This is an optimization exercise on Yosys and OpenROAD, whose aim is small area, not a production implementation. The RTL was checked by simulation tests, not by an equivalence proof against the original design. No activity file was given, so power comes from the tool's default toggle rates.

Setup of the baseline:
==> module wqe_fetch_top, before the edit <==
module wqe_fetch_top
#(
    parameter int MAX_QP   = 16,
    parameter int SQ_DEPTH = 4096
)(
    input  logic                  clk,
    input  logic                  rst_n,
    output logic                  o_fetch_ready,
    input  logic                  i_arbit_val,
    input  logic [QPID_WIDTH-1:0] i_qp_idx,
    input  logic [MAX_QP-1:0]     i_active,
    input  logic [MAX_QP-1:0]     i_wqe_cache_alfull,
    input  logic [ADDR_WIDTH-1:0] i_sq_base,
    output logic [ADDR_WIDTH-1:0] o_axi_araddr,
    output logic                  o_axi_arvalid,
    input  logic                  i_axi_arready,
    input  logic [WQE_WIDTH-1:0]  i_axi_rdata,
    input  logic                  i_axi_rvalid,
    output logic                  o_axi_rready,
    output logic                  o_wqe_cache_wr,
    output logic [WQE_WIDTH-1:0]  o_wqe,
    input  logic [MAX_QP-1:0]     i_wqe_cache_full
);
    localparam int PI_WIDTH = $clog2(SQ_DEPTH);
    localparam int WQE_LSB  = $clog2(WQE_BYTES);
    logic                  iss;      
    logic                  rdv;      
    logic                  busy;
    logic                  grant;
    logic                  push;
    logic                  req_ok;
    logic [QPID_WIDTH-1:0] qp_q;
    logic [QPID_LSB-1:0]   body_q;
    logic [PI_WIDTH-1:0]   pi [MAX_QP];
    logic [MAX_QP-1:0]     pi_ok;
    logic [PI_WIDTH-1:0]   pi_rd;
    logic [PI_WIDTH-1:0]   pi_cur;
    logic [MAX_QP-1:0]     qsel;     
    assign grant  = o_fetch_ready & i_arbit_val;
    assign push   = o_wqe_cache_wr & ~(|(qsel & i_wqe_cache_full));
    assign req_ok = (|i_active) & ~(&i_wqe_cache_alfull);
    assign busy   = iss | o_axi_arvalid | o_axi_rready | rdv | o_wqe_cache_wr;
    always_ff @(posedge clk or negedge rst_n)
    begin
        if (!rst_n)
        begin
            o_fetch_ready  <= 1'b0;
            iss            <= 1'b0;
            o_axi_arvalid  <= 1'b0;
            o_axi_rready   <= 1'b0;
            rdv            <= 1'b0;
            o_wqe_cache_wr <= 1'b0;
        end
        else
        begin
            o_fetch_ready  <= req_ok & ((~busy & ~grant) | push);
            iss            <= grant;
            o_axi_arvalid  <= iss | (o_axi_arvalid & ~i_axi_arready);
            o_axi_rready   <= (o_axi_arvalid & i_axi_arready) | (o_axi_rready & ~i_axi_rvalid);
            rdv            <= o_axi_rready & i_axi_rvalid;
            o_wqe_cache_wr <= rdv | (o_wqe_cache_wr & (|(qsel & i_wqe_cache_full)));
        end
    end
    always_ff @(posedge clk)
    begin
        if (o_fetch_ready)
            qp_q <= i_qp_idx;
    end
    always_ff @(posedge clk)
    begin
        body_q <= ({QPID_LSB{o_axi_rready}}          & i_axi_rdata[QPID_LSB-1:0])
                | ({QPID_LSB{rdv | o_wqe_cache_wr}} & body_q);
    end
    always_comb
    begin
        for (int q = 0; q < MAX_QP; q++)
            qsel[q] = (qp_q == QPID_WIDTH'(q));
    end
    always_comb
    begin
        pi_rd = '0;
        for (int q = 0; q < MAX_QP; q++)
            pi_rd = pi_rd | ({PI_WIDTH{qsel[q] & pi_ok[q]}} & pi[q]);
    end
    always_ff @(posedge clk)
    begin
        pi_cur <= pi_rd;
    end
    always_ff @(posedge clk or negedge rst_n)
    begin
        if (!rst_n)
            pi_ok <= '0;
        else
            pi_ok <= pi_ok | ({MAX_QP{rdv}} & qsel);
    end
    always_ff @(posedge clk)
    begin
        for (int q = 0; q < MAX_QP; q++)
            if (rdv & qsel[q])
                pi[q] <= pi_inc;
    end
    logic [PI_WIDTH-1:0] pi_inc;
    always_comb
    begin
        logic c;
        c = 1'b1;
        for (int i = 0; i < PI_WIDTH; i++)
        begin
            pi_inc[i] = pi_cur[i] ^ c;
            c         = pi_cur[i] & c;
        end
    end
    localparam int AW = ADDR_WIDTH - WQE_LSB;
    localparam int GK = 4;
    localparam int NG = (AW + GK - 1) / GK;
    logic [AW-1:0] add_a, add_b, add_p, add_s;
    logic [NG-1:0] grp_g, grp_p;
    logic [NG:0]   grp_c;
    logic          rc;
    assign add_a = i_sq_base[ADDR_WIDTH-1:WQE_LSB];
    assign add_b = {{(AW-QPID_WIDTH-PI_WIDTH){1'b0}}, qp_q, pi_cur};
    assign add_p = add_a ^ add_b;
    always_comb
    begin
        for (int g = 0; g < NG; g++)
        begin
            grp_g[g] = 1'b0;
            grp_p[g] = 1'b1;
            for (int i = g * GK; i < (g + 1) * GK && i < AW; i++)
            begin
                grp_g[g] = (add_a[i] & add_b[i]) | (add_p[i] & grp_g[g]);
                grp_p[g] = grp_p[g] & add_p[i];
            end
        end
        begin
            logic [NG-1:0] pg, pp;
            pg = grp_g;
            pp = grp_p;
            for (int d = 1; d < NG; d = d * 2)
                for (int i = 2 * d - 1; i < NG; i = i + 2 * d)
                begin
                    pg[i] = pg[i] | (pp[i] & pg[i-d]);
                    pp[i] = pp[i] & pp[i-d];
                end
            for (int d = 8; d >= 1; d = d / 2)
                for (int i = 3 * d - 1; i < NG; i = i + 2 * d)
                begin
                    pg[i] = pg[i] | (pp[i] & pg[i-d]);
                    pp[i] = pp[i] & pp[i-d];
                end
            grp_c = {pg, 1'b0};
        end
        for (int g = 0; g < NG; g++)
        begin
            rc = grp_c[g];
            for (int i = g * GK; i < (g + 1) * GK && i < AW; i++)
            begin
                add_s[i] = add_p[i] ^ rc;
                rc = (add_a[i] & add_b[i]) | (add_p[i] & rc);
            end
        end
    end
    assign o_axi_araddr = {add_s, i_sq_base[WQE_LSB-1:0]};
    assign o_wqe = {{PAD_WIDTH{1'b0}}, qp_q, body_q};
endmodule
clock: 8.0 ns
lec_check: 0
cap_margin: 20
core_area: 10 10 410 410
die_area: 0 0 420 420
slew_margin: 20
standard.sh (not shown) runs the stock make flow with config.mk's settings and CLKGATE_MAP_FILE= SYNTH_SCRIPT=/design/flow/synth_recipe.tcl, a recipe that flattens the netlist after the stock synthesis.
==> flow/flow/run.sh <==
#!/bin/bash
# Standard ORFS layout with smaller port buffers and a lighter clock tree.
set -euo pipefail
here=$(cd "$(dirname "$0")" && pwd)
source "$here/knobs.sh"
bash standard.sh > standard.log 2>&1
Other scripts of this flow, unchanged in this note and not shown: flow/flow/knobs.sh, flow/flow/pins.tcl, flow/flow/ties.tcl
Input changes introduced in the candidate (baseline for comparison: the baseline):
-- flow/design.v --
<<< the baseline, line 59
    logic [PI_WIDTH-1:0]   pi_rd;
    logic [PI_WIDTH-1:0]   pi_cur;
    logic [MAX_QP-1:0]     qsel;     
    assign grant  = o_fetch_ready & i_arbit_val;
>>> the candidate, line 59
    logic [PI_WIDTH-1:0]   pi_rd;
    logic [PI_WIDTH-1:0]   pi_cur;
    logic                  ar_fire;
    logic [MAX_QP-1:0]     qsel;     
    assign grant  = o_fetch_ready & i_arbit_val;
<<< the baseline, line 93
    begin
        body_q <= ({QPID_LSB{o_axi_rready}}          & i_axi_rdata[QPID_LSB-1:0])
                | ({QPID_LSB{rdv | o_wqe_cache_wr}} & body_q);
    end
    always_comb
>>> the candidate, line 94
    begin
        body_q <= ({QPID_LSB{o_axi_rready}}          & i_axi_rdata[QPID_LSB-1:0])
                | ({QPID_LSB{rdv | o_wqe_cache_wr}} & body_q)
                | ({QPID_LSB{iss | o_axi_arvalid}}  & QPID_LSB'(pi_rd));
    end
    always_comb
<<< the baseline, line 106
            pi_rd = pi_rd | ({PI_WIDTH{qsel[q] & pi_ok[q]}} & pi[q]);
    end
    always_ff @(posedge clk)
    begin
        pi_cur <= pi_rd;
    end
    always_ff @(posedge clk or negedge rst_n)
    begin
>>> the candidate, line 108
            pi_rd = pi_rd | ({PI_WIDTH{qsel[q] & pi_ok[q]}} & pi[q]);
    end
    assign pi_cur  = body_q[PI_WIDTH-1:0];
    assign ar_fire = o_axi_arvalid & i_axi_arready;
    always_ff @(posedge clk or negedge rst_n)
    begin
<<< the baseline, line 115
            pi_ok <= '0;
        else
            pi_ok <= pi_ok | ({MAX_QP{rdv}} & qsel);
    end
    always_ff @(posedge clk)
    begin
        for (int q = 0; q < MAX_QP; q++)
            if (rdv & qsel[q])
                pi[q] <= pi_inc;
    end
>>> the candidate, line 115
            pi_ok <= '0;
        else
            pi_ok <= pi_ok | ({MAX_QP{ar_fire}} & qsel);
    end
    always_ff @(posedge clk)
    begin
        for (int q = 0; q < MAX_QP; q++)
            if (ar_fire & qsel[q])
                pi[q] <= pi_inc;
    end
==> comparison <==
In the tables for the baseline and the candidate, power share of the combinational group reads higher with the candidate.
| number of clock sinks | higher: the baseline |
Relative to the baseline, worst hold slack has gone up in the candidate.
In the reports for the baseline and the candidate, the larger synthesized cell count belongs to the baseline.
Compared with the baseline, the candidate improves minimum clock period after layout.
Between the baseline and the candidate, final clock skew is higher for the candidate, the baseline comes in under that.
Status: number of standard cells in the final layout excluding fillers parity (the candidate, the baseline)
Compared to the baseline, the candidate has flip-flop and latch count about 2.2% lower.
Taking the baseline as the reference, in the candidate sum of internal, switching and leakage power up 0.00025 W; global routing met3 resource utilization increased 0.37 points.
On slew of the pin with the lowest slew margin, the higher figure sits with the candidate, not the baseline.
Re final wirelength: the baseline was lower than the candidate.

========
Another version of the RTL of wqe_fetch_top (not shown whole).
For scale: ~1,600 cells after synthesis, ~550 flip-flops, ~1,100 I/O pins, roughly 21,000 um2 of cells after synthesis.
==> module wqe_fetch_top, before the edit <==
module wqe_fetch_top
#(
    parameter int MAX_QP   = 16,
    parameter int SQ_DEPTH = 4096
)(
    input  logic                  clk,
    input  logic                  rst_n,
    output logic                  o_fetch_ready,
    input  logic                  i_arbit_val,
    input  logic [QPID_WIDTH-1:0] i_qp_idx,
    input  logic [MAX_QP-1:0]     i_active,
    input  logic [MAX_QP-1:0]     i_wqe_cache_alfull,
    input  logic [ADDR_WIDTH-1:0] i_sq_base,
    output logic [ADDR_WIDTH-1:0] o_axi_araddr,
    output logic                  o_axi_arvalid,
    input  logic                  i_axi_arready,
    input  logic [WQE_WIDTH-1:0]  i_axi_rdata,
    input  logic                  i_axi_rvalid,
    output logic                  o_axi_rready,
    output logic                  o_wqe_cache_wr,
    output logic [WQE_WIDTH-1:0]  o_wqe,
    input  logic [MAX_QP-1:0]     i_wqe_cache_full
);
    localparam int PI_WIDTH = $clog2(SQ_DEPTH);
    localparam int WQE_LSB  = $clog2(WQE_BYTES);
    logic                  iss;      
    logic                  rdv;      
    logic                  busy;
    logic                  grant;
    logic                  push;
    logic                  req_ok;
    logic [QPID_WIDTH-1:0] qp_q;
    logic [QPID_LSB-1:0]   body_q;
    logic [PI_WIDTH-1:0]   pi [MAX_QP];
    logic [MAX_QP-1:0]     pi_ok;
    logic [PI_WIDTH-1:0]   pi_cur;
    logic [MAX_QP-1:0]     qsel;     
    assign grant  = o_fetch_ready & i_arbit_val;
    assign push   = o_wqe_cache_wr & ~(|(qsel & i_wqe_cache_full));
    assign req_ok = (|i_active) & ~(&i_wqe_cache_alfull);
    assign busy   = iss | o_axi_arvalid | o_axi_rready | rdv | o_wqe_cache_wr;
    always_ff @(posedge clk or negedge rst_n)
    begin
        if (!rst_n)
        begin
            o_fetch_ready  <= 1'b0;
            iss            <= 1'b0;
            o_axi_arvalid  <= 1'b0;
            o_axi_rready   <= 1'b0;
            rdv            <= 1'b0;
            o_wqe_cache_wr <= 1'b0;
        end
        else
        begin
            o_fetch_ready  <= req_ok & ((~busy & ~grant) | push);
            iss            <= grant;
            o_axi_arvalid  <= iss | (o_axi_arvalid & ~i_axi_arready);
            o_axi_rready   <= (o_axi_arvalid & i_axi_arready) | (o_axi_rready & ~i_axi_rvalid);
            rdv            <= o_axi_rready & i_axi_rvalid;
            o_wqe_cache_wr <= rdv | (o_wqe_cache_wr & (|(qsel & i_wqe_cache_full)));
        end
    end
    always_ff @(posedge clk)
    begin
        if (o_fetch_ready)
            qp_q <= i_qp_idx;
    end
    always_ff @(posedge clk)
    begin
        body_q <= ({QPID_LSB{o_axi_rready}}          & i_axi_rdata[QPID_LSB-1:0])
                | ({QPID_LSB{rdv | o_wqe_cache_wr}} & body_q);
    end
    always_comb
    begin
        for (int q = 0; q < MAX_QP; q++)
            qsel[q] = (qp_q == QPID_WIDTH'(q));
    end
    always_comb
    begin
        pi_cur = '0;
        for (int q = 0; q < MAX_QP; q++)
            pi_cur = pi_cur | ({PI_WIDTH{qsel[q] & pi_ok[q]}} & pi[q]);
    end
    always_ff @(posedge clk or negedge rst_n)
    begin
        if (!rst_n)
            pi_ok <= '0;
        else
            pi_ok <= pi_ok | ({MAX_QP{rdv}} & qsel);
    end
    always_ff @(posedge clk)
    begin
        for (int q = 0; q < MAX_QP; q++)
            if (rdv & qsel[q])
                pi[q] <= pi_cur + 1'b1;
    end
    assign o_axi_araddr = i_sq_base + {{(ADDR_WIDTH-QPID_WIDTH-PI_WIDTH-WQE_LSB){1'b0}}, qp_q, pi_cur, {WQE_LSB{1'b0}}};
    assign o_wqe = {{PAD_WIDTH{1'b0}}, qp_q, body_q};
endmodule
clock: 8.0 ns
lec_check: 0
cap_margin: 20
core_area: 10 10 410 410
die_area: 0 0 420 420
slew_margin: 20
==> flow/flow/knobs.sh <==
export BUFFER_PORTS_ARGS="-buffer_cell sky130_fd_sc_hd__buf_1"
export CTS_ARGS="-sink_clustering_enable -repair_clock_nets -buf_list {sky130_fd_sc_hd__clkbuf_4 sky130_fd_sc_hd__clkbuf_8} -root_buf sky130_fd_sc_hd__clkbuf_16 -sink_clustering_size 16 -sink_clustering_max_diameter 50 -dont_use_dummy_load"
Scripts as last shown in full above: flow/flow/run.sh
The first run finished clean.
Then changed:
--- a/flow/design.v
+++ b/flow/design.v
@@ -52,17 +52,19 @@
     logic                  grant;
     logic                  push;
     logic                  req_ok;
     logic [QPID_WIDTH-1:0] qp_q;
     logic [QPID_LSB-1:0]   body_q;
+    logic                  rready_n;     
+    logic                  rready_nxt;
     logic [PI_WIDTH-1:0]   pi [MAX_QP];
     logic [MAX_QP-1:0]     pi_ok;
     logic [PI_WIDTH-1:0]   pi_cur;
-    logic [MAX_QP-1:0]     qsel;     
     assign grant  = o_fetch_ready & i_arbit_val;
-    assign push   = o_wqe_cache_wr & ~(|(qsel & i_wqe_cache_full));
+    assign push   = o_wqe_cache_wr & ~i_wqe_cache_full[qp_q];
     assign req_ok = (|i_active) & ~(&i_wqe_cache_alfull);
+    assign rready_nxt = (o_axi_arvalid & i_axi_arready) | (o_axi_rready & ~i_axi_rvalid);
     assign busy   = iss | o_axi_arvalid | o_axi_rready | rdv | o_wqe_cache_wr;
     always_ff @(posedge clk or negedge rst_n)
     begin
         if (!rst_n)
         begin
@@ -76,48 +78,38 @@
         else
         begin
             o_fetch_ready  <= req_ok & ((~busy & ~grant) | push);
             iss            <= grant;
             o_axi_arvalid  <= iss | (o_axi_arvalid & ~i_axi_arready);
-            o_axi_rready   <= (o_axi_arvalid & i_axi_arready) | (o_axi_rready & ~i_axi_rvalid);
+            o_axi_rready   <= rready_nxt;
             rdv            <= o_axi_rready & i_axi_rvalid;
-            o_wqe_cache_wr <= rdv | (o_wqe_cache_wr & (|(qsel & i_wqe_cache_full)));
+            o_wqe_cache_wr <= rdv | (o_wqe_cache_wr & i_wqe_cache_full[qp_q]);
         end
     end
     always_ff @(posedge clk)
     begin
         if (o_fetch_ready)
             qp_q <= i_qp_idx;
     end
     always_ff @(posedge clk)
     begin
-        body_q <= ({QPID_LSB{o_axi_rready}}          & i_axi_rdata[QPID_LSB-1:0])
-                | ({QPID_LSB{rdv | o_wqe_cache_wr}} & body_q);
+        rready_n <= ~rready_nxt;
+        body_q   <= ({QPID_LSB{o_axi_rready}} & i_axi_rdata[QPID_LSB-1:0])
+                  | ({QPID_LSB{rready_n}}     & body_q);
     end
-    always_comb
-    begin
-        for (int q = 0; q < MAX_QP; q++)
-            qsel[q] = (qp_q == QPID_WIDTH'(q));
-    end
-    always_comb
-    begin
-        pi_cur = '0;
-        for (int q = 0; q < MAX_QP; q++)
-            pi_cur = pi_cur | ({PI_WIDTH{qsel[q] & pi_ok[q]}} & pi[q]);
-    end
+    assign pi_cur = pi_ok[qp_q] ? pi[qp_q] : '0;
     always_ff @(posedge clk or negedge rst_n)
     begin
         if (!rst_n)
             pi_ok <= '0;
-        else
-            pi_ok <= pi_ok | ({MAX_QP{rdv}} & qsel);
+        else if (rdv)
+            pi_ok[qp_q] <= 1'b1;
     end
     always_ff @(posedge clk)
     begin
-        for (int q = 0; q < MAX_QP; q++)
-            if (rdv & qsel[q])
-                pi[q] <= pi_cur + 1'b1;
+        if (rdv)
+            pi[qp_q] <= pi_cur + 1'b1;
     end
     assign o_axi_araddr = i_sq_base + {{(ADDR_WIDTH-QPID_WIDTH-PI_WIDTH-WQE_LSB){1'b0}}, qp_q, pi_cur, {WQE_LSB{1'b0}}};
     assign o_wqe = {{PAD_WIDTH{1'b0}}, qp_q, body_q};
 endmodule
 `default_nettype wire
=> Setup slack improved by 0.52 ns; combinational power rose by about a fifth; global-route usage goes down by 1.8 points; power grows by about a fifth; via count falls by a few percent.

static timing again, ports no longer ideal:
The flow's constraints put no driver on any port. The routed layouts listed below were extracted and timed again, unchanged, in two steps.
Step 1: set_driving_cell puts a clkbuf_16 on clk and a buf_2 on each other input, an assumption about the parent block.
Step 2 moves the port delays by t, midway between the first and last clock arrival at a register: inputs arrive t later, outputs are due t later. That takes back most of the time a late clock gives input paths.
Three values: ideal, step 1, step 2; two values: the first two.
run | shift t [ns] | slack for setup (ns) | clock arrival spread, ns | worst register clock-pin slew, ns
the baseline | 0.619 | 1.171 / 1.140 / 1.140 | 0.112 / 0.111 | 0.11 / 0.11
the candidate | 0.623 | 1.219 / 1.192 / 1.192 | 0.148 / 0.147 | 0.11 / 0.11
the first run of note 2 | 0.671 | 0.561 / 0.497 / 1.169 | 0.096 / 0.095 | 0.10 / 0.10
the second run of note 2 | 0.671 | 1.079 / 1.016 / 1.688 | 0.117 / 0.117 | 0.10 / 0.10
After both steps setup and hold are still met in every run listed. The setup slack of the baseline, which loses most, moves by -0.031 ns with the drivers and by -0.031 ns with both steps.
